This design comes from an exercise in tuning for small area, a short achievable clock period and few clock cycles per item on the open sky130 flow, not from production work.
The RTL was checked by simulation tests, not by an equivalence proof against the original design.

==> design.v <==
`timescale 1ns / 1ps
package isqf_pkg;
  localparam int unsigned RADICAND_W  = 31;
  localparam int unsigned INT_ROOT_W  = 16;
  localparam int unsigned SCALED_W    = 33;
  localparam int unsigned INT_RAD_W   = 2 * INT_ROOT_W;
  localparam int unsigned SCALE_MAX_W = 34;
  localparam int unsigned SPLIT_W     = 17;
  localparam int unsigned PROD_W      = RADICAND_W + SPLIT_W;
  function automatic logic [63:0] pow10(input integer e);
    logic [63:0] r;
    integer      i;
    r = 64'd1;
    for (i = 0; i < e; i = i + 1) begin
      r = r * 64'd10;
    end
    pow10 = r;
  endfunction
endpackage
`timescale 1ns / 1ps
import isqf_pkg::*;
module integer_square_root_with_fraction #(
  parameter int unsigned FRAC_DIGITS = 5
) (
  input  logic                              clk_i,
  input  logic                              rst_ni,
  input  logic                              in_valid_i,
  output logic                              in_ready_o,
  input  logic [isqf_pkg::RADICAND_W-1:0]   in_radicand_i,
  output logic                              out_valid_o,
  input  logic                              out_ready_i,
  output logic [isqf_pkg::INT_ROOT_W-1:0]   out_int_root_o,
  output logic [isqf_pkg::SCALED_W-1:0]     out_scaled_root_o
);
  logic va, vm;
  logic [27:0] vs;
  logic o_v, k_v, o_load, inc;
  logic adv;
  logic rdy_q;   
  logic [30:0] n_a;
  assign adv        = ~k_v;
  assign o_load     = ~o_v | out_ready_i;
  assign inc        = ~k_v & vs[27];
  assign in_ready_o = rdy_q;
  always_ff @(posedge clk_i or negedge rst_ni) begin
    if (!rst_ni) begin
      rdy_q <= 1'b1;
    end else begin
      rdy_q <= o_load | ~(k_v | inc);
    end
  end
  always_ff @(posedge clk_i or negedge rst_ni) begin
    if (!rst_ni) begin
      va   <= 1'b0;
      vm   <= 1'b0;
      vs   <= '0;
    end else if (adv) begin
      va   <= in_valid_i & rdy_q;
      vm   <= va;
      vs   <= {vs[26:0], vm};
    end
  end
  logic [55:0] m_t [8];
  logic [55:0] m_s [6];
  logic [55:0] m_c [6];
  logic [55:0] ms_q, mc_q, m_d;
  logic [54:0] m_q;
  assign m_t[0] = (56'(n_a) << 23) | 56'd264;
  assign m_t[1] = 56'(n_a) << 20;
  assign m_t[2] = 56'(n_a) << 18;
  assign m_t[3] = 56'(n_a) << 16;
  assign m_t[4] = 56'(n_a) << 10;
  assign m_t[5] = (~(56'(n_a))) << 8;
  assign m_t[6] = (~(56'(n_a))) << 3;
  assign m_t[7] = 56'(n_a);
  assign m_s[0] = m_t[0] ^ m_t[1] ^ m_t[2];
  assign m_c[0] = ((m_t[0] & m_t[1]) | (m_t[0] & m_t[2]) | (m_t[1] & m_t[2])) << 1;
  assign m_s[1] = m_t[3] ^ m_t[4] ^ m_t[5];
  assign m_c[1] = ((m_t[3] & m_t[4]) | (m_t[3] & m_t[5]) | (m_t[4] & m_t[5])) << 1;
  assign m_s[2] = m_t[6] ^ m_t[7] ^ m_s[0];
  assign m_c[2] = ((m_t[6] & m_t[7]) | (m_t[6] & m_s[0]) | (m_t[7] & m_s[0])) << 1;
  assign m_s[3] = m_c[0] ^ m_s[1] ^ m_c[1];
  assign m_c[3] = ((m_c[0] & m_s[1]) | (m_c[0] & m_c[1]) | (m_s[1] & m_c[1])) << 1;
  assign m_s[4] = m_s[2] ^ m_c[2] ^ m_s[3];
  assign m_c[4] = ((m_s[2] & m_c[2]) | (m_s[2] & m_s[3]) | (m_c[2] & m_s[3])) << 1;
  assign m_s[5] = m_s[4] ^ m_c[4] ^ m_c[3];
  assign m_c[5] = ((m_s[4] & m_c[4]) | (m_s[4] & m_c[3]) | (m_c[4] & m_c[3])) << 1;
  assign m_d = ms_q + mc_q;
  assign m_q = m_d[54:0];
  always_ff @(posedge clk_i) begin
    if (adv) begin
      n_a  <= in_radicand_i;
      ms_q <= m_s[5];
      mc_q <= m_c[5];
    end
  end
  logic [1:0] s0_t0_r; logic s0_t0_g;
  assign s0_t0_g = |{1'b0, m_q[54]};
  assign s0_t0_r = {1'b0, m_q[54]} - 2'(s0_t0_g);
  logic [3:0] s0_t1_c, s0_t1_tr, s0_t1_d; logic s0_t1_g; logic [2:0] s0_t1_r; logic [1:0] s0_t1_q;
  assign s0_t1_c  = {s0_t0_r, m_q[53:52]};
  assign s0_t1_tr = 4'({s0_t0_g, 2'b01});
  assign s0_t1_d  = s0_t1_c - s0_t1_tr;
  assign s0_t1_g  = ~s0_t1_d[3];
  assign s0_t1_r  = s0_t1_g ? s0_t1_d[2:0] : s0_t1_c[2:0];
  assign s0_t1_q  = {s0_t0_g, s0_t1_g};
  logic [1:0] s0_q;
  logic [2:0] s0_r;
  logic [51:0] s0_rad;
  always_ff @(posedge clk_i) begin
    if (adv) begin
      s0_q <= s0_t1_q;
      s0_r <= s0_t1_r;
      s0_rad <= m_q[51:0];
    end
  end
  logic [4:0] s1_t0_c, s1_t0_tr, s1_t0_d; logic s1_t0_g; logic [3:0] s1_t0_r; logic [2:0] s1_t0_q;
  assign s1_t0_c  = {s0_r, s0_rad[51:50]};
  assign s1_t0_tr = 5'({s0_q, 2'b01});
  assign s1_t0_d  = s1_t0_c - s1_t0_tr;
  assign s1_t0_g  = ~s1_t0_d[4];
  assign s1_t0_r  = s1_t0_g ? s1_t0_d[3:0] : s1_t0_c[3:0];
  assign s1_t0_q  = {s0_q, s1_t0_g};
  logic [5:0] s1_t1_c, s1_t1_tr, s1_t1_d; logic s1_t1_g; logic [4:0] s1_t1_r; logic [3:0] s1_t1_q;
  assign s1_t1_c  = {s1_t0_r, s0_rad[49:48]};
  assign s1_t1_tr = 6'({s1_t0_q, 2'b01});
  assign s1_t1_d  = s1_t1_c - s1_t1_tr;
  assign s1_t1_g  = ~s1_t1_d[5];
  assign s1_t1_r  = s1_t1_g ? s1_t1_d[4:0] : s1_t1_c[4:0];
  assign s1_t1_q  = {s1_t0_q, s1_t1_g};
  logic [3:0] s1_q;
  logic [4:0] s1_r;
  logic [47:0] s1_rad;
  always_ff @(posedge clk_i) begin
    if (adv) begin
      s1_q <= s1_t1_q;
      s1_r <= s1_t1_r;
      s1_rad <= s0_rad[47:0];
    end
  end
  logic [9:0] s2_t0_x, s2_t0_k3, s2_t0_d1, s2_t0_d2, s2_t0_d3; logic [1:0] s2_t0_g;
  logic [6:0] s2_t0_r; logic [5:0] s2_t0_q;
  assign s2_t0_x  = 10'({s1_r, s1_rad[47:44]});
  assign s2_t0_k3 = 10'({s1_q, 4'b0000}) + 10'({s1_q, 3'b000}) + 10'(9);
  assign s2_t0_d1 = s2_t0_x - 10'({s1_q, 3'b001});
  assign s2_t0_d2 = s2_t0_x - 10'({s1_q, 4'b0100});
  assign s2_t0_d3 = s2_t0_x - s2_t0_k3;
  assign s2_t0_g  = !s2_t0_d3[9] ? 2'd3 : !s2_t0_d2[9] ? 2'd2 : !s2_t0_d1[9] ? 2'd1 : 2'd0;
  assign s2_t0_r  = 7'(!s2_t0_d3[9] ? s2_t0_d3 : !s2_t0_d2[9] ? s2_t0_d2 : !s2_t0_d1[9] ? s2_t0_d1 : s2_t0_x);
  assign s2_t0_q  = {s1_q, s2_t0_g};
  logic [5:0] s2_q;
  logic [6:0] s2_r;
  logic [43:0] s2_rad;
  always_ff @(posedge clk_i) begin
    if (adv) begin
      s2_q <= s2_t0_q;
      s2_r <= s2_t0_r;
      s2_rad <= s1_rad[43:0];
    end
  end
  logic [11:0] s3_t0_x, s3_t0_k3, s3_t0_d1, s3_t0_d2, s3_t0_d3; logic [1:0] s3_t0_g;
  logic [8:0] s3_t0_r; logic [7:0] s3_t0_q;
  assign s3_t0_x  = 12'({s2_r, s2_rad[43:40]});
  assign s3_t0_k3 = 12'({s2_q, 4'b0000}) + 12'({s2_q, 3'b000}) + 12'(9);
  assign s3_t0_d1 = s3_t0_x - 12'({s2_q, 3'b001});
  assign s3_t0_d2 = s3_t0_x - 12'({s2_q, 4'b0100});
  assign s3_t0_d3 = s3_t0_x - s3_t0_k3;
  assign s3_t0_g  = !s3_t0_d3[11] ? 2'd3 : !s3_t0_d2[11] ? 2'd2 : !s3_t0_d1[11] ? 2'd1 : 2'd0;
  assign s3_t0_r  = 9'(!s3_t0_d3[11] ? s3_t0_d3 : !s3_t0_d2[11] ? s3_t0_d2 : !s3_t0_d1[11] ? s3_t0_d1 : s3_t0_x);
  assign s3_t0_q  = {s2_q, s3_t0_g};
  logic [7:0] s3_q;
  logic [8:0] s3_r;
  logic [39:0] s3_rad;
  always_ff @(posedge clk_i) begin
    if (adv) begin
      s3_q <= s3_t0_q;
      s3_r <= s3_t0_r;
      s3_rad <= s2_rad[39:0];
    end
  end
  logic [10:0] s4_t0_c, s4_t0_tr, s4_t0_d; logic s4_t0_g; logic [9:0] s4_t0_r; logic [8:0] s4_t0_q;
  assign s4_t0_c  = {s3_r, s3_rad[39:38]};
  assign s4_t0_tr = 11'({s3_q, 2'b01});
  assign s4_t0_d  = s4_t0_c - s4_t0_tr;
  assign s4_t0_g  = ~s4_t0_d[10];
  assign s4_t0_r  = s4_t0_g ? s4_t0_d[9:0] : s4_t0_c[9:0];
  assign s4_t0_q  = {s3_q, s4_t0_g};
  logic [8:0] s4_q;
  logic [9:0] s4_r;
  logic [37:0] s4_rad;
  always_ff @(posedge clk_i) begin
    if (adv) begin
      s4_q <= s4_t0_q;
      s4_r <= s4_t0_r;
      s4_rad <= s3_rad[37:0];
    end
  end
  logic [11:0] s5_t0_c, s5_t0_tr, s5_t0_d; logic s5_t0_g; logic [10:0] s5_t0_r; logic [9:0] s5_t0_q;
  assign s5_t0_c  = {s4_r, s4_rad[37:36]};
  assign s5_t0_tr = 12'({s4_q, 2'b01});
  assign s5_t0_d  = s5_t0_c - s5_t0_tr;
  assign s5_t0_g  = ~s5_t0_d[11];
  assign s5_t0_r  = s5_t0_g ? s5_t0_d[10:0] : s5_t0_c[10:0];
  assign s5_t0_q  = {s4_q, s5_t0_g};
  logic [9:0] s5_q;
  logic [10:0] s5_r;
  logic [35:0] s5_rad;
  always_ff @(posedge clk_i) begin
    if (adv) begin
      s5_q <= s5_t0_q;
      s5_r <= s5_t0_r;
      s5_rad <= s4_rad[35:0];
    end
  end
  logic [12:0] s6_t0_c, s6_t0_tr, s6_t0_d; logic s6_t0_g; logic [11:0] s6_t0_r; logic [10:0] s6_t0_q;
  assign s6_t0_c  = {s5_r, s5_rad[35:34]};
  assign s6_t0_tr = 13'({s5_q, 2'b01});
  assign s6_t0_d  = s6_t0_c - s6_t0_tr;
  assign s6_t0_g  = ~s6_t0_d[12];
  assign s6_t0_r  = s6_t0_g ? s6_t0_d[11:0] : s6_t0_c[11:0];
  assign s6_t0_q  = {s5_q, s6_t0_g};
  logic [10:0] s6_q;
  logic [11:0] s6_r;
  logic [33:0] s6_rad;
  always_ff @(posedge clk_i) begin
    if (adv) begin
      s6_q <= s6_t0_q;
      s6_r <= s6_t0_r;
      s6_rad <= s5_rad[33:0];
    end
  end
  logic [13:0] s7_t0_c, s7_t0_tr, s7_t0_d; logic s7_t0_g; logic [12:0] s7_t0_r; logic [11:0] s7_t0_q;
  assign s7_t0_c  = {s6_r, s6_rad[33:32]};
  assign s7_t0_tr = 14'({s6_q, 2'b01});
  assign s7_t0_d  = s7_t0_c - s7_t0_tr;
  assign s7_t0_g  = ~s7_t0_d[13];
  assign s7_t0_r  = s7_t0_g ? s7_t0_d[12:0] : s7_t0_c[12:0];
  assign s7_t0_q  = {s6_q, s7_t0_g};
  logic [11:0] s7_q;
  logic [12:0] s7_r;
  logic [31:0] s7_rad;
  always_ff @(posedge clk_i) begin
    if (adv) begin
      s7_q <= s7_t0_q;
      s7_r <= s7_t0_r;
      s7_rad <= s6_rad[31:0];
    end
  end
  logic [14:0] s8_t0_c, s8_t0_tr, s8_t0_d; logic s8_t0_g; logic [13:0] s8_t0_r; logic [12:0] s8_t0_q;
  assign s8_t0_c  = {s7_r, s7_rad[31:30]};
  assign s8_t0_tr = 15'({s7_q, 2'b01});
  assign s8_t0_d  = s8_t0_c - s8_t0_tr;
  assign s8_t0_g  = ~s8_t0_d[14];
  assign s8_t0_r  = s8_t0_g ? s8_t0_d[13:0] : s8_t0_c[13:0];
  assign s8_t0_q  = {s7_q, s8_t0_g};
  logic [12:0] s8_q;
  logic [13:0] s8_r;
  logic [29:0] s8_rad;
  always_ff @(posedge clk_i) begin
    if (adv) begin
      s8_q <= s8_t0_q;
      s8_r <= s8_t0_r;
      s8_rad <= s7_rad[29:0];
    end
  end
  logic [15:0] s9_t0_c, s9_t0_tr, s9_t0_d; logic s9_t0_g; logic [14:0] s9_t0_r; logic [13:0] s9_t0_q;
  assign s9_t0_c  = {s8_r, s8_rad[29:28]};
  assign s9_t0_tr = 16'({s8_q, 2'b01});
  assign s9_t0_d  = s9_t0_c - s9_t0_tr;
  assign s9_t0_g  = ~s9_t0_d[15];
  assign s9_t0_r  = s9_t0_g ? s9_t0_d[14:0] : s9_t0_c[14:0];
  assign s9_t0_q  = {s8_q, s9_t0_g};
  logic [13:0] s9_q;
  logic [14:0] s9_r;
  logic [27:0] s9_rad;
  always_ff @(posedge clk_i) begin
    if (adv) begin
      s9_q <= s9_t0_q;
      s9_r <= s9_t0_r;
      s9_rad <= s8_rad[27:0];
    end
  end
  logic [16:0] s10_t0_c, s10_t0_tr, s10_t0_d; logic s10_t0_g; logic [15:0] s10_t0_r; logic [14:0] s10_t0_q;
  assign s10_t0_c  = {s9_r, s9_rad[27:26]};
  assign s10_t0_tr = 17'({s9_q, 2'b01});
  assign s10_t0_d  = s10_t0_c - s10_t0_tr;
  assign s10_t0_g  = ~s10_t0_d[16];
  assign s10_t0_r  = s10_t0_g ? s10_t0_d[15:0] : s10_t0_c[15:0];
  assign s10_t0_q  = {s9_q, s10_t0_g};
  logic [14:0] s10_q;
  logic [15:0] s10_r;
  logic [25:0] s10_rad;
  always_ff @(posedge clk_i) begin
    if (adv) begin
      s10_q <= s10_t0_q;
      s10_r <= s10_t0_r;
      s10_rad <= s9_rad[25:0];
    end
  end
  logic [17:0] s11_t0_c, s11_t0_tr, s11_t0_d; logic s11_t0_g; logic [16:0] s11_t0_r; logic [15:0] s11_t0_q;
  assign s11_t0_c  = {s10_r, s10_rad[25:24]};
  assign s11_t0_tr = 18'({s10_q, 2'b01});
  assign s11_t0_d  = s11_t0_c - s11_t0_tr;
  assign s11_t0_g  = ~s11_t0_d[17];
  assign s11_t0_r  = s11_t0_g ? s11_t0_d[16:0] : s11_t0_c[16:0];
  assign s11_t0_q  = {s10_q, s11_t0_g};
  logic [15:0] s11_q;
  logic [16:0] s11_r;
  logic [23:0] s11_rad;
  always_ff @(posedge clk_i) begin
    if (adv) begin
      s11_q <= s11_t0_q;
      s11_r <= s11_t0_r;
      s11_rad <= s10_rad[23:0];
    end
  end
  logic [18:0] s12_t0_c, s12_t0_tr, s12_t0_d; logic s12_t0_g; logic [17:0] s12_t0_r; logic [16:0] s12_t0_q;
  assign s12_t0_c  = {s11_r, s11_rad[23:22]};
  assign s12_t0_tr = 19'({s11_q, 2'b01});
  assign s12_t0_d  = s12_t0_c - s12_t0_tr;
  assign s12_t0_g  = ~s12_t0_d[18];
  assign s12_t0_r  = s12_t0_g ? s12_t0_d[17:0] : s12_t0_c[17:0];
  assign s12_t0_q  = {s11_q, s12_t0_g};
  logic [16:0] s12_q;
  logic [17:0] s12_r;
  logic [21:0] s12_rad;
  always_ff @(posedge clk_i) begin
    if (adv) begin
      s12_q <= s12_t0_q;
      s12_r <= s12_t0_r;
      s12_rad <= s11_rad[21:0];
    end
  end
  logic [19:0] s13_t0_c, s13_t0_tr, s13_t0_d; logic s13_t0_g; logic [18:0] s13_t0_r; logic [17:0] s13_t0_q;
  assign s13_t0_c  = {s12_r, s12_rad[21:20]};
  assign s13_t0_tr = 20'({s12_q, 2'b01});
  assign s13_t0_d  = s13_t0_c - s13_t0_tr;
  assign s13_t0_g  = ~s13_t0_d[19];
  assign s13_t0_r  = s13_t0_g ? s13_t0_d[18:0] : s13_t0_c[18:0];
  assign s13_t0_q  = {s12_q, s13_t0_g};
  logic [17:0] s13_q;
  logic [18:0] s13_r;
  logic [19:0] s13_rad;
  always_ff @(posedge clk_i) begin
    if (adv) begin
      s13_q <= s13_t0_q;
      s13_r <= s13_t0_r;
      s13_rad <= s12_rad[19:0];
    end
  end
  logic [20:0] s14_t0_c, s14_t0_tr, s14_t0_d; logic s14_t0_g; logic [19:0] s14_t0_r; logic [18:0] s14_t0_q;
  assign s14_t0_c  = {s13_r, s13_rad[19:18]};
  assign s14_t0_tr = 21'({s13_q, 2'b01});
  assign s14_t0_d  = s14_t0_c - s14_t0_tr;
  assign s14_t0_g  = ~s14_t0_d[20];
  assign s14_t0_r  = s14_t0_g ? s14_t0_d[19:0] : s14_t0_c[19:0];
  assign s14_t0_q  = {s13_q, s14_t0_g};
  logic [18:0] s14_q;
  logic [19:0] s14_r;
  logic [17:0] s14_rad;
  always_ff @(posedge clk_i) begin
    if (adv) begin
      s14_q <= s14_t0_q;
      s14_r <= s14_t0_r;
      s14_rad <= s13_rad[17:0];
    end
  end
  logic [21:0] s15_t0_c, s15_t0_tr, s15_t0_d; logic s15_t0_g; logic [20:0] s15_t0_r; logic [19:0] s15_t0_q;
  assign s15_t0_c  = {s14_r, s14_rad[17:16]};
  assign s15_t0_tr = 22'({s14_q, 2'b01});
  assign s15_t0_d  = s15_t0_c - s15_t0_tr;
  assign s15_t0_g  = ~s15_t0_d[21];
  assign s15_t0_r  = s15_t0_g ? s15_t0_d[20:0] : s15_t0_c[20:0];
  assign s15_t0_q  = {s14_q, s15_t0_g};
  logic [19:0] s15_q;
  logic [20:0] s15_r;
  logic [15:0] s15_rad;
  always_ff @(posedge clk_i) begin
    if (adv) begin
      s15_q <= s15_t0_q;
      s15_r <= s15_t0_r;
      s15_rad <= s14_rad[15:0];
    end
  end
  logic [22:0] s16_t0_c, s16_t0_tr, s16_t0_d; logic s16_t0_g; logic [21:0] s16_t0_r; logic [20:0] s16_t0_q;
  assign s16_t0_c  = {s15_r, s15_rad[15:14]};
  assign s16_t0_tr = 23'({s15_q, 2'b01});
  assign s16_t0_d  = s16_t0_c - s16_t0_tr;
  assign s16_t0_g  = ~s16_t0_d[22];
  assign s16_t0_r  = s16_t0_g ? s16_t0_d[21:0] : s16_t0_c[21:0];
  assign s16_t0_q  = {s15_q, s16_t0_g};
  logic [20:0] s16_q;
  logic [21:0] s16_r;
  logic [13:0] s16_rad;
  always_ff @(posedge clk_i) begin
    if (adv) begin
      s16_q <= s16_t0_q;
      s16_r <= s16_t0_r;
      s16_rad <= s15_rad[13:0];
    end
  end
  logic [23:0] s17_t0_c, s17_t0_tr, s17_t0_d; logic s17_t0_g; logic [22:0] s17_t0_r; logic [21:0] s17_t0_q;
  assign s17_t0_c  = {s16_r, s16_rad[13:12]};
  assign s17_t0_tr = 24'({s16_q, 2'b01});
  assign s17_t0_d  = s17_t0_c - s17_t0_tr;
  assign s17_t0_g  = ~s17_t0_d[23];
  assign s17_t0_r  = s17_t0_g ? s17_t0_d[22:0] : s17_t0_c[22:0];
  assign s17_t0_q  = {s16_q, s17_t0_g};
  logic [21:0] s17_q;
  logic [22:0] s17_r;
  logic [11:0] s17_rad;
  always_ff @(posedge clk_i) begin
    if (adv) begin
      s17_q <= s17_t0_q;
      s17_r <= s17_t0_r;
      s17_rad <= s16_rad[11:0];
    end
  end
  logic [24:0] s18_t0_c, s18_t0_tr, s18_t0_d; logic s18_t0_g; logic [23:0] s18_t0_r; logic [22:0] s18_t0_q;
  assign s18_t0_c  = {s17_r, s17_rad[11:10]};
  assign s18_t0_tr = 25'({s17_q, 2'b01});
  assign s18_t0_d  = s18_t0_c - s18_t0_tr;
  assign s18_t0_g  = ~s18_t0_d[24];
  assign s18_t0_r  = s18_t0_g ? s18_t0_d[23:0] : s18_t0_c[23:0];
  assign s18_t0_q  = {s17_q, s18_t0_g};
  logic [22:0] s18_q;
  logic [23:0] s18_r;
  logic [9:0] s18_rad;
  always_ff @(posedge clk_i) begin
    if (adv) begin
      s18_q <= s18_t0_q;
      s18_r <= s18_t0_r;
      s18_rad <= s17_rad[9:0];
    end
  end
  logic [25:0] s19_t0_c, s19_t0_tr, s19_t0_d; logic s19_t0_g; logic [24:0] s19_t0_r; logic [23:0] s19_t0_q;
  assign s19_t0_c  = {s18_r, s18_rad[9:8]};
  assign s19_t0_tr = 26'({s18_q, 2'b01});
  assign s19_t0_d  = s19_t0_c - s19_t0_tr;
  assign s19_t0_g  = ~s19_t0_d[25];
  assign s19_t0_r  = s19_t0_g ? s19_t0_d[24:0] : s19_t0_c[24:0];
  assign s19_t0_q  = {s18_q, s19_t0_g};
  logic [23:0] s19_q;
  logic [24:0] s19_r;
  logic [7:0] s19_rad;
  always_ff @(posedge clk_i) begin
    if (adv) begin
      s19_q <= s19_t0_q;
      s19_r <= s19_t0_r;
      s19_rad <= s18_rad[7:0];
    end
  end
  logic [26:0] s20_t0_c, s20_t0_tr, s20_t0_d; logic s20_t0_g; logic [25:0] s20_t0_r; logic [24:0] s20_t0_q;
  assign s20_t0_c  = {s19_r, s19_rad[7:6]};
  assign s20_t0_tr = 27'({s19_q, 2'b01});
  assign s20_t0_d  = s20_t0_c - s20_t0_tr;
  assign s20_t0_g  = ~s20_t0_d[26];
  assign s20_t0_r  = s20_t0_g ? s20_t0_d[25:0] : s20_t0_c[25:0];
  assign s20_t0_q  = {s19_q, s20_t0_g};
  logic [24:0] s20_q;
  logic [25:0] s20_r;
  logic [5:0] s20_rad;
  always_ff @(posedge clk_i) begin
    if (adv) begin
      s20_q <= s20_t0_q;
      s20_r <= s20_t0_r;
      s20_rad <= s19_rad[5:0];
    end
  end
  logic [27:0] s21_t0_c, s21_t0_tr, s21_t0_d; logic s21_t0_g; logic [26:0] s21_t0_r; logic [25:0] s21_t0_q;
  assign s21_t0_c  = {s20_r, s20_rad[5:4]};
  assign s21_t0_tr = 28'({s20_q, 2'b01});
  assign s21_t0_d  = s21_t0_c - s21_t0_tr;
  assign s21_t0_g  = ~s21_t0_d[27];
  assign s21_t0_r  = s21_t0_g ? s21_t0_d[26:0] : s21_t0_c[26:0];
  assign s21_t0_q  = {s20_q, s21_t0_g};
  logic [25:0] s21_q;
  logic [26:0] s21_r;
  logic [3:0] s21_rad;
  always_ff @(posedge clk_i) begin
    if (adv) begin
      s21_q <= s21_t0_q;
      s21_r <= s21_t0_r;
      s21_rad <= s20_rad[3:0];
    end
  end
  logic [28:0] s22_t0_c, s22_t0_tr, s22_t0_d; logic s22_t0_g; logic [27:0] s22_t0_r; logic [26:0] s22_t0_q;
  assign s22_t0_c  = {s21_r, s21_rad[3:2]};
  assign s22_t0_tr = 29'({s21_q, 2'b01});
  assign s22_t0_d  = s22_t0_c - s22_t0_tr;
  assign s22_t0_g  = ~s22_t0_d[28];
  assign s22_t0_r  = s22_t0_g ? s22_t0_d[27:0] : s22_t0_c[27:0];
  assign s22_t0_q  = {s21_q, s22_t0_g};
  logic [26:0] s22_q;
  logic [27:0] s22_r;
  logic [1:0] s22_rad;
  always_ff @(posedge clk_i) begin
    if (adv) begin
      s22_q <= s22_t0_q;
      s22_r <= s22_t0_r;
      s22_rad <= s21_rad[1:0];
    end
  end
  logic [29:0] s23_t0_c, s23_t0_tr, s23_t0_d; logic s23_t0_g; logic [28:0] s23_t0_r; logic [27:0] s23_t0_q;
  assign s23_t0_c  = {s22_r, s22_rad[1:0]};
  assign s23_t0_tr = 30'({s22_q, 2'b01});
  assign s23_t0_d  = s23_t0_c - s23_t0_tr;
  assign s23_t0_g  = ~s23_t0_d[29];
  assign s23_t0_r  = s23_t0_g ? s23_t0_d[28:0] : s23_t0_c[28:0];
  assign s23_t0_q  = {s22_q, s23_t0_g};
  logic [27:0] s23_q;
  logic [28:0] s23_r;
  always_ff @(posedge clk_i) begin
    if (adv) begin
      s23_q <= s23_t0_q;
      s23_r <= s23_t0_r;
    end
  end
  logic [30:0] s24_t0_c, s24_t0_tr, s24_t0_d; logic s24_t0_g; logic [29:0] s24_t0_r; logic [28:0] s24_t0_q;
  assign s24_t0_c  = {s23_r, 2'b00};
  assign s24_t0_tr = 31'({s23_q, 2'b01});
  assign s24_t0_d  = s24_t0_c - s24_t0_tr;
  assign s24_t0_g  = ~s24_t0_d[30];
  assign s24_t0_r  = s24_t0_g ? s24_t0_d[29:0] : s24_t0_c[29:0];
  assign s24_t0_q  = {s23_q, s24_t0_g};
  logic [12:0] s24_v13_x; logic s24_v13_g; logic [11:0] s24_v13_r;
  assign s24_v13_x = s23_q[27:15];
  assign s24_v13_g = (s24_v13_x >= 13'd3125);
  assign s24_v13_r = 12'(s24_v13_g ? (s24_v13_x - 13'd3125) : s24_v13_x);
  logic [28:0] s24_q;
  logic [29:0] s24_r;
  logic [11:0] s24_dr; logic [0:0] s24_dq;
  always_ff @(posedge clk_i) begin
    if (adv) begin
      s24_q <= s24_t0_q;
      s24_r <= s24_t0_r;
      s24_dr <= s24_v13_r;
      s24_dq <= s24_v13_g;
    end
  end
  logic [31:0] s25_t0_c, s25_t0_tr, s25_t0_d; logic s25_t0_g; logic [30:0] s25_t0_r; logic [29:0] s25_t0_q;
  assign s25_t0_c  = {s24_r, 2'b00};
  assign s25_t0_tr = 32'({s24_q, 2'b01});
  assign s25_t0_d  = s25_t0_c - s25_t0_tr;
  assign s25_t0_g  = ~s25_t0_d[31];
  assign s25_t0_r  = s25_t0_g ? s25_t0_d[30:0] : s25_t0_c[30:0];
  assign s25_t0_q  = {s24_q, s25_t0_g};
  logic [13:0] s25_v15_x; logic [14:0] s25_v15_d1, s25_v15_d2, s25_v15_d3; logic [1:0] s25_v15_g; logic [11:0] s25_v15_r; logic [2:0] s25_v15_q;
  assign s25_v15_x  = {s24_dr, s24_q[15:14]};
  assign s25_v15_d1 = 15'(s25_v15_x) - 15'd3125;
  assign s25_v15_d2 = 15'(s25_v15_x) - 15'd6250;
  assign s25_v15_d3 = 15'(s25_v15_x) - 15'd9375;
  assign s25_v15_g  = !s25_v15_d3[14] ? 2'd3 : !s25_v15_d2[14] ? 2'd2 : !s25_v15_d1[14] ? 2'd1 : 2'd0;
  assign s25_v15_r  = 12'(!s25_v15_d3[14] ? s25_v15_d3 : !s25_v15_d2[14] ? s25_v15_d2 : !s25_v15_d1[14] ? s25_v15_d1 : 15'(s25_v15_x));
  assign s25_v15_q  = {s24_dq, s25_v15_g};
  logic [13:0] s25_v17_x; logic [14:0] s25_v17_d1, s25_v17_d2, s25_v17_d3; logic [1:0] s25_v17_g; logic [11:0] s25_v17_r; logic [4:0] s25_v17_q;
  assign s25_v17_x  = {s25_v15_r, s24_q[13:12]};
  assign s25_v17_d1 = 15'(s25_v17_x) - 15'd3125;
  assign s25_v17_d2 = 15'(s25_v17_x) - 15'd6250;
  assign s25_v17_d3 = 15'(s25_v17_x) - 15'd9375;
  assign s25_v17_g  = !s25_v17_d3[14] ? 2'd3 : !s25_v17_d2[14] ? 2'd2 : !s25_v17_d1[14] ? 2'd1 : 2'd0;
  assign s25_v17_r  = 12'(!s25_v17_d3[14] ? s25_v17_d3 : !s25_v17_d2[14] ? s25_v17_d2 : !s25_v17_d1[14] ? s25_v17_d1 : 15'(s25_v17_x));
  assign s25_v17_q  = {s25_v15_q, s25_v17_g};
  logic [29:0] s25_q;
  logic [30:0] s25_r;
  logic [11:0] s25_dr; logic [4:0] s25_dq;
  always_ff @(posedge clk_i) begin
    if (adv) begin
      s25_q <= s25_t0_q;
      s25_r <= s25_t0_r;
      s25_dr <= s25_v17_r;
      s25_dq <= s25_v17_q;
    end
  end
  logic [32:0] s26_t0_c, s26_t0_tr, s26_t0_d; logic s26_t0_g; logic [31:0] s26_t0_r; logic [30:0] s26_t0_q;
  assign s26_t0_c  = {s25_r, 2'b00};
  assign s26_t0_tr = 33'({s25_q, 2'b01});
  assign s26_t0_d  = s26_t0_c - s26_t0_tr;
  assign s26_t0_g  = ~s26_t0_d[32];
  assign s26_t0_r  = s26_t0_g ? s26_t0_d[31:0] : s26_t0_c[31:0];
  assign s26_t0_q  = {s25_q, s26_t0_g};
  logic [13:0] s26_v19_x; logic [14:0] s26_v19_d1, s26_v19_d2, s26_v19_d3; logic [1:0] s26_v19_g; logic [11:0] s26_v19_r; logic [6:0] s26_v19_q;
  assign s26_v19_x  = {s25_dr, s25_q[12:11]};
  assign s26_v19_d1 = 15'(s26_v19_x) - 15'd3125;
  assign s26_v19_d2 = 15'(s26_v19_x) - 15'd6250;
  assign s26_v19_d3 = 15'(s26_v19_x) - 15'd9375;
  assign s26_v19_g  = !s26_v19_d3[14] ? 2'd3 : !s26_v19_d2[14] ? 2'd2 : !s26_v19_d1[14] ? 2'd1 : 2'd0;
  assign s26_v19_r  = 12'(!s26_v19_d3[14] ? s26_v19_d3 : !s26_v19_d2[14] ? s26_v19_d2 : !s26_v19_d1[14] ? s26_v19_d1 : 15'(s26_v19_x));
  assign s26_v19_q  = {s25_dq, s26_v19_g};
  logic [13:0] s26_v21_x; logic [14:0] s26_v21_d1, s26_v21_d2, s26_v21_d3; logic [1:0] s26_v21_g; logic [11:0] s26_v21_r; logic [8:0] s26_v21_q;
  assign s26_v21_x  = {s26_v19_r, s25_q[10:9]};
  assign s26_v21_d1 = 15'(s26_v21_x) - 15'd3125;
  assign s26_v21_d2 = 15'(s26_v21_x) - 15'd6250;
  assign s26_v21_d3 = 15'(s26_v21_x) - 15'd9375;
  assign s26_v21_g  = !s26_v21_d3[14] ? 2'd3 : !s26_v21_d2[14] ? 2'd2 : !s26_v21_d1[14] ? 2'd1 : 2'd0;
  assign s26_v21_r  = 12'(!s26_v21_d3[14] ? s26_v21_d3 : !s26_v21_d2[14] ? s26_v21_d2 : !s26_v21_d1[14] ? s26_v21_d1 : 15'(s26_v21_x));
  assign s26_v21_q  = {s26_v19_q, s26_v21_g};
  logic [30:0] s26_q;
  logic [31:0] s26_r;
  logic [11:0] s26_dr; logic [8:0] s26_dq;
  always_ff @(posedge clk_i) begin
    if (adv) begin
      s26_q <= s26_t0_q;
      s26_r <= s26_t0_r;
      s26_dr <= s26_v21_r;
      s26_dq <= s26_v21_q;
    end
  end
  logic [33:0] s27_t0_c, s27_t0_tr, s27_t0_d; logic s27_t0_g; logic [32:0] s27_t0_r; logic [31:0] s27_t0_q;
  assign s27_t0_c  = {s26_r, 2'b00};
  assign s27_t0_tr = 34'({s26_q, 2'b01});
  assign s27_t0_d  = s27_t0_c - s27_t0_tr;
  assign s27_t0_g  = ~s27_t0_d[33];
  assign s27_t0_r  = s27_t0_g ? s27_t0_d[32:0] : s27_t0_c[32:0];
  assign s27_t0_q  = {s26_q, s27_t0_g};
  logic [13:0] s27_v23_x; logic [14:0] s27_v23_d1, s27_v23_d2, s27_v23_d3; logic [1:0] s27_v23_g; logic [11:0] s27_v23_r; logic [10:0] s27_v23_q;
  assign s27_v23_x  = {s26_dr, s26_q[9:8]};
  assign s27_v23_d1 = 15'(s27_v23_x) - 15'd3125;
  assign s27_v23_d2 = 15'(s27_v23_x) - 15'd6250;
  assign s27_v23_d3 = 15'(s27_v23_x) - 15'd9375;
  assign s27_v23_g  = !s27_v23_d3[14] ? 2'd3 : !s27_v23_d2[14] ? 2'd2 : !s27_v23_d1[14] ? 2'd1 : 2'd0;
  assign s27_v23_r  = 12'(!s27_v23_d3[14] ? s27_v23_d3 : !s27_v23_d2[14] ? s27_v23_d2 : !s27_v23_d1[14] ? s27_v23_d1 : 15'(s27_v23_x));
  assign s27_v23_q  = {s26_dq, s27_v23_g};
  logic [13:0] s27_v25_x; logic [14:0] s27_v25_d1, s27_v25_d2, s27_v25_d3; logic [1:0] s27_v25_g; logic [11:0] s27_v25_r; logic [12:0] s27_v25_q;
  assign s27_v25_x  = {s27_v23_r, s26_q[7:6]};
  assign s27_v25_d1 = 15'(s27_v25_x) - 15'd3125;
  assign s27_v25_d2 = 15'(s27_v25_x) - 15'd6250;
  assign s27_v25_d3 = 15'(s27_v25_x) - 15'd9375;
  assign s27_v25_g  = !s27_v25_d3[14] ? 2'd3 : !s27_v25_d2[14] ? 2'd2 : !s27_v25_d1[14] ? 2'd1 : 2'd0;
  assign s27_v25_r  = 12'(!s27_v25_d3[14] ? s27_v25_d3 : !s27_v25_d2[14] ? s27_v25_d2 : !s27_v25_d1[14] ? s27_v25_d1 : 15'(s27_v25_x));
  assign s27_v25_q  = {s27_v23_q, s27_v25_g};
  logic [31:0] s27_q;
  logic [32:0] s27_r;
  logic [11:0] s27_dr; logic [12:0] s27_dq;
  always_ff @(posedge clk_i) begin
    if (adv) begin
      s27_q <= s27_t0_q;
      s27_r <= s27_t0_r;
      s27_dr <= s27_v25_r;
      s27_dq <= s27_v25_q;
    end
  end
  logic [34:0] s28_t0_c, s28_t0_tr, s28_t0_d; logic s28_t0_g; logic [33:0] s28_t0_r; logic [32:0] s28_t0_q;
  assign s28_t0_c  = {s27_r, 2'b00};
  assign s28_t0_tr = 35'({s27_q, 2'b01});
  assign s28_t0_d  = s28_t0_c - s28_t0_tr;
  assign s28_t0_g  = ~s28_t0_d[34];
  assign s28_t0_r  = s28_t0_g ? s28_t0_d[33:0] : s28_t0_c[33:0];
  assign s28_t0_q  = {s27_q, s28_t0_g};
  logic [13:0] s28_v27_x; logic [14:0] s28_v27_d1, s28_v27_d2, s28_v27_d3; logic [1:0] s28_v27_g; logic [11:0] s28_v27_r; logic [14:0] s28_v27_q;
  assign s28_v27_x  = {s27_dr, s27_q[6:5]};
  assign s28_v27_d1 = 15'(s28_v27_x) - 15'd3125;
  assign s28_v27_d2 = 15'(s28_v27_x) - 15'd6250;
  assign s28_v27_d3 = 15'(s28_v27_x) - 15'd9375;
  assign s28_v27_g  = !s28_v27_d3[14] ? 2'd3 : !s28_v27_d2[14] ? 2'd2 : !s28_v27_d1[14] ? 2'd1 : 2'd0;
  assign s28_v27_r  = 12'(!s28_v27_d3[14] ? s28_v27_d3 : !s28_v27_d2[14] ? s28_v27_d2 : !s28_v27_d1[14] ? s28_v27_d1 : 15'(s28_v27_x));
  assign s28_v27_q  = {s27_dq, s28_v27_g};
  logic [12:0] s28_v28_x; logic s28_v28_g; logic [11:0] s28_v28_r; logic [15:0] s28_v28_q;
  assign s28_v28_x = {s28_v27_r, s27_q[4]};
  assign s28_v28_g = (s28_v28_x >= 13'd3125);
  assign s28_v28_r = 12'(s28_v28_g ? (s28_v28_x - 13'd3125) : s28_v28_x);
  assign s28_v28_q = {s28_v27_q, s28_v28_g};
  logic [32:0] s28_q;
  logic [11:0] s28_dr; logic [15:0] s28_dq;
  logic [32:0] k_q; logic [15:0] k_dq;
  always_ff @(posedge clk_i or negedge rst_ni) begin
    if (!rst_ni) begin
      o_v <= 1'b0;
      k_v <= 1'b0;
    end else if (o_load) begin
      o_v <= k_v | inc;
      k_v <= 1'b0;
    end else if (inc) begin
      k_v <= 1'b1;
    end
  end
  always_ff @(posedge clk_i) begin
    if (o_load) begin
      s28_q  <= k_v ? k_q : s28_t0_q;
      s28_dq <= k_v ? k_dq : s28_v28_q;
    end
    if (!k_v) begin
      k_q  <= s28_t0_q;
      k_dq <= s28_v28_q;
    end
  end
  assign out_valid_o       = o_v;
  assign out_scaled_root_o = s28_q;
  assign out_int_root_o    = s28_dq;
endmodule
==> run.sh <==
#!/bin/bash
# synth_recipe.tcl (not shown) runs the flow's synth.tcl, then flattens the netlist and writes it again
# the make line also repeats each setting of config.mk as NAME=value (left out here)
make -C /OpenROAD-flow-scripts/flow DESIGN_CONFIG=/design/flow/config.mk WORK_HOME=/design/flow/orfs CLKGATE_MAP_FILE= SYNTH_SCRIPT=/design/flow/synth_recipe.tcl finish
==> config.mk <==
export PLATFORM = sky130hd
export DESIGN_NAME = integer_square_root_with_fraction
export DESIGN_NICKNAME = integer_square_root_with_fraction
export VERILOG_FILES = /design/flow/design.v
export SDC_FILE = /design/flow/constraint.sdc
export NUM_CORES = 4
export LEC_CHECK = 0
export ABC_AREA = 1
export CAP_MARGIN = 20
export CORE_MARGIN = 2
export CORE_UTILIZATION = 55
export PLACE_DENSITY = 0.68
export SETUP_SLACK_MARGIN = 4.9
export SLEW_MARGIN = 20
==> constraint.sdc <==
create_clock -name core_clock -period 8.0 [get_ports {clk_i}]
set_input_delay 1.6000 -clock core_clock [delete_from_list [all_inputs] [get_ports {clk_i}]]
set_output_delay 1.6000 -clock core_clock [all_outputs]
set_load 0.01 [all_outputs]
==> results of run 1 <==
[critical path: stages (launching register included)]
cell and delay, ns:
edfxtp_1 0.50, inv_2 0.11, ha_4 0.17, inv_2 0.06, nand2_4 0.06, nand2_4 0.09, nand2_4 0.09, nand2_8 0.10
nand2_8 0.11, o21ai_4 0.22, nand2_2 0.10, nand2_4 0.15, inv_2 0.08, ha_4 0.18, o21ai_4 0.23, nand2_2 0.10
nand3_1 0.12, nand2_2 0.06, nand2_1 0.06, inv_1 0.04, nand2_2 0.07, nand2_1 0.05, nand2_1 0.07, nand2_2 0.07
[per-stage QoR]
stage	area, um^2	util (%)	hold slack (ns)	cells
floorplan	108000	-	0.400	10608
CTS	122000	62.5	0.373	13772
global placement	112000	57.3	0.400	13185
global route	127000	65.2	0.386	14092
finish	127000	65.2	0.381	14092
detailed placement	112000	57.3	0.405	13185
[registers in the layout, summed over array words and instances, names as in the netlist, 31 cells and up]
name	cells
k_q	33
mc_q	49
ms_q	55
n_a	31
s0_rad	52
s1_rad	48
s26_q	31
s26_r	31
s27_q	32
s27_r	32
s28_q	33
s2_rad	44
s3_rad	40
s4_rad	38
s5_rad	36
s6_rad	34
s7_rad	32
[cell usage after synthesis, drive strengths merged (3+ instances only)]
| master | number | share of area, % |
|---|---|---|
| and2 | 6 | 0.035 |
| or2 | 22 | 0.13 |
| edfxtp | 1872 | 52 |
| a31oi | 96 | 0.55 |
| clkbuf | 71 | 0.25 |
| and3 | 3 | 0.017 |
| o2111ai | 3 | 0.024 |
| o221ai | 19 | 0.15 |
| dfxtp | 49 | 0.91 |
| a21boi | 37 | 0.27 |
| o31ai | 13 | 0.090 |
| fa | 188 | 3.5 |
| a211oi | 23 | 0.16 |
| nor4 | 26 | 0.15 |
| inv | 1511 | 5.2 |
| nand2 | 2338 | 8.4 |
| buf | 96 | 0.61 |
| a21oi | 838 | 4.0 |
| ha | 732 | 8.5 |
| xor2 | 404 | 3.3 |
| nor3b | 4 | 0.028 |
| dfrtp | 32 | 0.74 |
| o21a | 26 | 0.18 |
| nor2 | 648 | 2.3 |
| o21ai | 673 | 3.1 |
| nor3 | 75 | 0.35 |
| a31o | 4 | 0.032 |
| o21bai | 45 | 0.31 |
| nand4 | 63 | 0.36 |
| nand3b | 16 | 0.11 |
| o211ai | 39 | 0.27 |
| clkinv | 6 | 0.023 |
| o22ai | 4 | 0.029 |
| xnor2 | 252 | 2.0 |
| a21o | 54 | 0.37 |
| nand3 | 303 | 1.5 |
| a221oi | 8 | 0.065 |
[timing repair]
action | in CTS | in global routing
pin swaps | 59 | 293
hold endpoints to repair | 0 | 0
resized for setup | 481 | 743
endpoints found under the setup margin | 885 | 1490
buffers inserted | 181 | 293
cloned | 19 | 23
[placed cells by master (no fill, tap or decap), drive strengths merged, types with 96 or more instances in the layout]
cell type / instances
nand2: 2350
a21oi: 838
clkbuf: 245
a31oi: 96
ha: 732
edfxtp: 1872
xor2: 404
fa: 188
buf: 532
nor2: 648
inv: 1511
nand3: 304
clkinv: 108
xnor2: 252
o21ai: 673
[layout make-up]
| class | count | area, um^2 |
|---|---|---|
| Inverter | 1517 | 5930 |
| Antenna cell | 4 | 10.0 |
| Timing Repair Buffer | 605 | 5570 |
| Timing Repair inverter | 18 | 145 |
| Multi-Input combinational cell | 6983 | 47200 |
| Tap cell | 2624 | 3280 |
| Fill cell | 15307 | 67900 |
| Sequential cell | 1954 | 58000 |
| Clock inverter | 156 | 2030 |
| Clock buffer | 231 | 5290 |
[layer usage]
metal / global-route usage [%] / wire length, um / vias up / share of wire [%]
met4: 7.74 / 8540 / 0 / 3.2
met3: 2.99 / 12900 / 492 / 4.9
met5: 0 / 0 / - / 0
met1: 34.1 / 115000 / 36955 / 43
li1: - / - / 37341 / -
met2: 42.5 / 127000 / 2073 / 48
[final timing paths]
check | cells after the start | start | end
worst min register to register | 0 | s7_rad[27] | s8_rad[27]
min in group asynchronous | 2 | rst_ni | vs[16]
worst max-delay path | 23 | s26_q[9] | s27_dr[11]
worst min-delay path | 0 | s7_rad[27] | s8_rad[27]
worst max register to register | 23 | s26_q[9] | s27_dr[11]
max in group asynchronous | 2 | rst_ni | rdy_q
[cells by family (layout without fill, tap and decap cells)]
logic type	count (synthesis)	after routing	share of synthesized area, %
DFF	1954	1954	53.5
buffers and inverters	1684	2527	6.12
other	0	4	0
adders and majority gates	920	920	11.9
and+or+nand+nor	3505	3518	13.4
AOI/OAI and AO/OA	1888	1888	9.67
xor gates and xnor gates	656	656	5.31
muxes	1	1	0.00924
==> impl_metrics.yaml, run 1 <==
route:
  drc_errors: 0
  wl_per_cell_um: 18.7
  drt-initial-drc-count: 5929
  antenna_violating_nets_post_route: 0
  viasPerCell: 5.45
  drt-total-wl_um: 263000
  dr.pass1.iters: 8
  vias: 76861
floorplan:
  fp.dieH_um: 448
  initial_core_util_pct: 55.5
  dieArea_mm2: 0.201
  core_mm2: 0.195
  die_x_um: 448
  io_pins: 86
  rows: 162
layout:
  drive_gt1_share_pct: 14.8
  syn_to_final_growth_pct: 17.6
  fin_nets: 12240
min_path:
  hold_path.class: "flop to flop"
critical_path:
  crit_path_end_kind: "flop"
  crit_required_ns: 8.56
  crit_fanout: 7
  reg2reg_slack_ns: 4.85
  arrival_ns: 3.71
  startpoint_type: "flop"
  path_class: "flop to flop"
clock_network:
  cts.sinks: 1954
  cts_buffer_depth: 3
  cts-buffers-inserted: 206
  clock_latency_ns: 0.90
  tritoncts: "built"
  cts_root_buffer: "clkbuf_16"
  h-tree-depth: 4
  clk_pin_slew_ns: 0.06
  holdBufCountCts: 0
global_route:
  antenna_found_initial: 5
  grt_use_total_pct: 25.2
  grt_pass1_vias: 73183
  grt_overflow: 0
  grt_first_pass_wirelength_um: 399000
  grt_max_degree: 203
timing:
  hold_viol: 0
  period_minus_slack_ns: 3.15
  fin_crit_sh_pct: 39.3
  rsz0062_at_grt: "yes"
  layout_setup_ws_ns: 4.85
  max_freq_mhz: 318
  drv_slew: 0
  setup_viol: 0
  worstMarginPinSlew_ns: 1.15
  fin_skew_ns: 0.0796
  slew_headroom_pct: 23.6
  setup_tns_ns: 0
synth:
  ys.warnings.count: 4
  ys_types: 72
  syn_inst: 10608
  synth_seq_cells: 1954
  synth.avg_cell_area_um2: 10.2
  synth-main-ff-cell: "edfxtp_1"
  async_reset_ff_share_pct: 1.69
  synth_fp_nets: 11563
  netlist_area_mm2: 0.108
  ys_seq_area_share_pct: 53.5
  synth_edf_count: 1872
place:
  gp_congestion: 0.930
  port_buffers: 85
  hpwl_um: 183000
  pre_cts_ws_ns: 4.09
flow_run:
  maxCapViolations: 0
run_status:
  status: "timing/DRC/antenna clean"
Testbench counts, summed over its fixed seeds: cycles 8,248, items 8,000.
==> run 2, diff against run 1 <==
--- a/config.mk
+++ b/config.mk
@@ -11,4 +11,4 @@
 export CORE_UTILIZATION = 55
 export PLACE_DENSITY = 0.68
-export SETUP_SLACK_MARGIN = 4.9
+export SETUP_SLACK_MARGIN = 5.0
 export SLEW_MARGIN = 20
==> run 2 against run 1 <==
First-iteration DRC count rose by 5.4%. Critical path depth rose by 2. Routed wire length rose by 3.3%. Fmax rose by 0.50%. Via count rose by 2.0%. Synthesized cell count did not move. Critical endpoint is now s27_dr[2].
==> impl_metrics.yaml, run 2 <==
run_status:
  status: "timing/DRC/antenna clean"
floorplan:
  io_pins: 86
  die_x_um: 448
  fp.dieH_um: 448
  rows: 162
  initial_core_util_pct: 55.5
  dieArea_mm2: 0.201
  core_mm2: 0.195
route:
  vias: 78409
  drt-total-wl_um: 272000
  viasPerCell: 5.49
  dr.pass1.iters: 6
  wl_per_cell_um: 19.1
  drt-initial-drc-count: 6251
  antenna_violating_nets_post_route: 0
  drc_errors: 0
critical_path:
  crit_path_end_kind: "flop"
  critPathMostFrequentCell: "nand2_4"
  crit_fanout: 7
  startpoint_type: "flop"
  crit_buf_inv: 5
  critical-path-top-delay-family: "simple AND/OR/NAND/NOR gates"
  cpMaxStageDelayCell: "edfxtp_1"
  max_stage_delay_ns: 0.49
  arrival_ns: 3.71
  path_class: "flop to flop"
  crit_required_ns: 8.58
synth:
  synth_fp_nets: 11563
  yosysTopAreaCellShare_pct: 51.9
  synth_fa_ha_area_share_pct: 11.9
  ys.warnings.count: 4
  synth_compound_area_share_pct: 9.67
  ys_types: 72
  synth_common_cells: "nand2_1 (2253), edfxtp_1 (1872), inv_1 (1468), a21oi_1 (827), ha_1 (732)"
  synth_mux_area_share_pct: 0.00924
  yosysMostFrequentCell: "nand2_1"
  synth_edf_count: 1872
  netlist_area_mm2: 0.108
  async_reset_ff_share_pct: 1.69
  synth_area_leaders: "edfxtp_1 (52%), ha_1 (8.5%), nand2_1 (7.8%), inv_1 (5.1%), a21oi_1 (3.8%)"
  syn_inst: 10608
  synth-xor-area-share_pct: 5.31
  synth_top_family_by_area: "simple AND/OR/NAND/NOR gates"
  synth-main-ff-cell: "edfxtp_1"
  synth_seq_cells: 1954
  yosys.area_share.simple_pct: 13.4
  synth_top_area_cell: "edfxtp_1"
  synth.avg_cell_area_um2: 10.2
  ys_seq_area_share_pct: 53.5
layout:
  final_util_pct: 66.8
  drive_gt1_share_pct: 18.2
  syn_to_final_growth_pct: 20.4
  largestRegisters: "ms_q (55), s0_rad (52), mc_q (49)"
  fin_nets: 12421
  largest_reg_flops: 55
  final_cell_mix: "nand2_1 (1999), edfxtp_1 (1872), inv_1 (1383)"
  regMostFlops: "ms_q"
  layout_commonest_cell: "nand2_1"
  design_area_mm2: 0.130
clock_network:
  clk_pin_slew_ns: 0.06
  cts.sinks: 1954
  cts_buffer_depth: 3
  h-tree-depth: 4
  cts_root_buffer: "clkbuf_16"
  tritoncts: "built"
  clock_latency_ns: 0.91
  cts-buffers-inserted: 206
timing:
  whs_ns: 0.381
  slew_headroom_pct: 27.6
  hold_viol: 0
  fin_skew_ns: 0.0814
  max_freq_mhz: 319
  drv_slew: 0
  rsz0062_at_grt: "yes"
  worstMarginPinSlew_ns: 1.09
  setup_viol: 0
  setup_tns_ns: 0
  period_minus_slack_ns: 3.13
  fin_crit_sh_pct: 39.1
global_route:
  grt_use_total_pct: 25.8
  grt_overflow: 0
  grt_max_degree: 203
  antenna_found_initial: 8
  grt_pass1_vias: 74691
  grt_first_pass_wirelength_um: 408000
min_path:
  hold_path.class: "flop to flop"
place:
  gp_congestion: 0.930
  port_buffers: 85
  placed_area_mm2: 0.112
  hpwl_um: 183000
flow_run:
  maxCapViolations: 0
run 2: cell counts after synthesis:
Identical to the previous run, type by type.
run 2: worst reg2reg max path, cell delays in order, from the launching register on:
cell	delay [ns]
edfxtp_1	0.49
inv_2	0.10
ha_4	0.17
inv_2	0.06
nand2_4	0.06
nand2_4	0.07
nand2_4	0.06
nand2_4	0.11
nand2_8	0.12
buf_6	0.17
nor2_4	0.10
nand3_2	0.10
nand2_4	0.10
nand2_2	0.07
nand2_4	0.10
nand3_4	0.08
nor2_4	0.17
nand2_1	0.09
nor2_2	0.16
nor2_4	0.07
buf_12	0.13
buf_8	0.12
nand2_2	0.04
nand2_1	0.05
nand2_1	0.05
nand2_1	0.05
run 2: metal layers:
metal | GRT usage (%) | vias to the layer above | part of all wire (%)
met5 | 0 | - | 0
met4 | 8.24 | 0 | 3.3
met3 | 3.12 | 548 | 5.0
met2 | 43.7 | 2220 | 49
met1 | 34.6 | 37911 | 43
li1 | - | 37730 | -
run 2: cell type report:
type	instances	area (um^2)
diodes	4	10.0
clock buffers	231	5290
clock inverters	156	2030
fillers	14918	64900
inverters	1517	5970
multi-input cells	6991	48600
flip-flops and latches	1954	58000
well taps	2624	3280
repair buffers	777	7060
repair inverters	19	181
run 2: path summary, 6_finish.rpt:
check / slack (ns) / from / depth (start not counted) / to
min in group asynchronous: 1.17 / rst_ni / 2 / vs[16]
max: 4.87 / s26_q[9] / 25 / s27_dr[2]
max in group asynchronous: 6.51 / rst_ni / 2 / k_v
max reg2reg: 4.87 / s26_q[9] / 25 / s27_dr[2]
min: 0.38 / s1_rad[28] / 0 / s2_rad[28]
min reg2reg: 0.38 / s1_rad[28] / 0 / s2_rad[28]
run 2: cells by family after synthesis:
logic type,Yosys count
compound gates,1888
simple gates,3505
mux,1
flops,1954
xor+xnor,656
buf+inv,1684
fa+ha+maj,920
run 2: repair_timing:
item,CTS,global route
endpoints found under the setup margin,1655,687
gates resized for setup,720,949
buffers inserted,319,319
pin swaps,145,362
gates cloned,31,28
hold buffers,0,0
run 2: per-stage QoR:
step	std cells	setup slack [ns]
after global placement	13185	4.16
after detailed placement	13185	4.09
after global routing	14273	4.73
final	14273	4.87
after floorplan	10608	2.51
after CTS	13922	4.86

separate check: timing with driven ports:
The results above use ideal ports. As a check the final layouts listed here were re-extracted and re-timed, cells and wires unchanged.
Step 1 sets driving cells, clkbuf_16 on the clock port and buf_2 on the other inputs (assumed; they add their load-dependent delay and slew).
Step 2 adds t to the input delays and takes it off the output delays; t is the mean of the earliest and latest rising clock arrival at the registers after step 1. Input paths then give back, and output paths get back, about the clock's delay inside the block.
Three values: ideal ports, drivers, drivers and shift; two values: the first two.
| run | t (ns) | setup WS [ns] | worst register clock-pin slew, ns | worst slew at a driven data input, ns |
|---|---|---|---|---|
| run 1 | 0.943 | 4.854 / 4.846 / 4.841 | 0.07 / 0.07 | 0.06 |
| run 2 | 0.946 | 4.870 / 4.844 / 4.834 | 0.07 / 0.07 | 0.06 |
After both steps setup and hold are still met in every run listed. The setup slack of run 2, which loses most, moves by -0.026 ns with the drivers and by -0.036 ns with both steps.
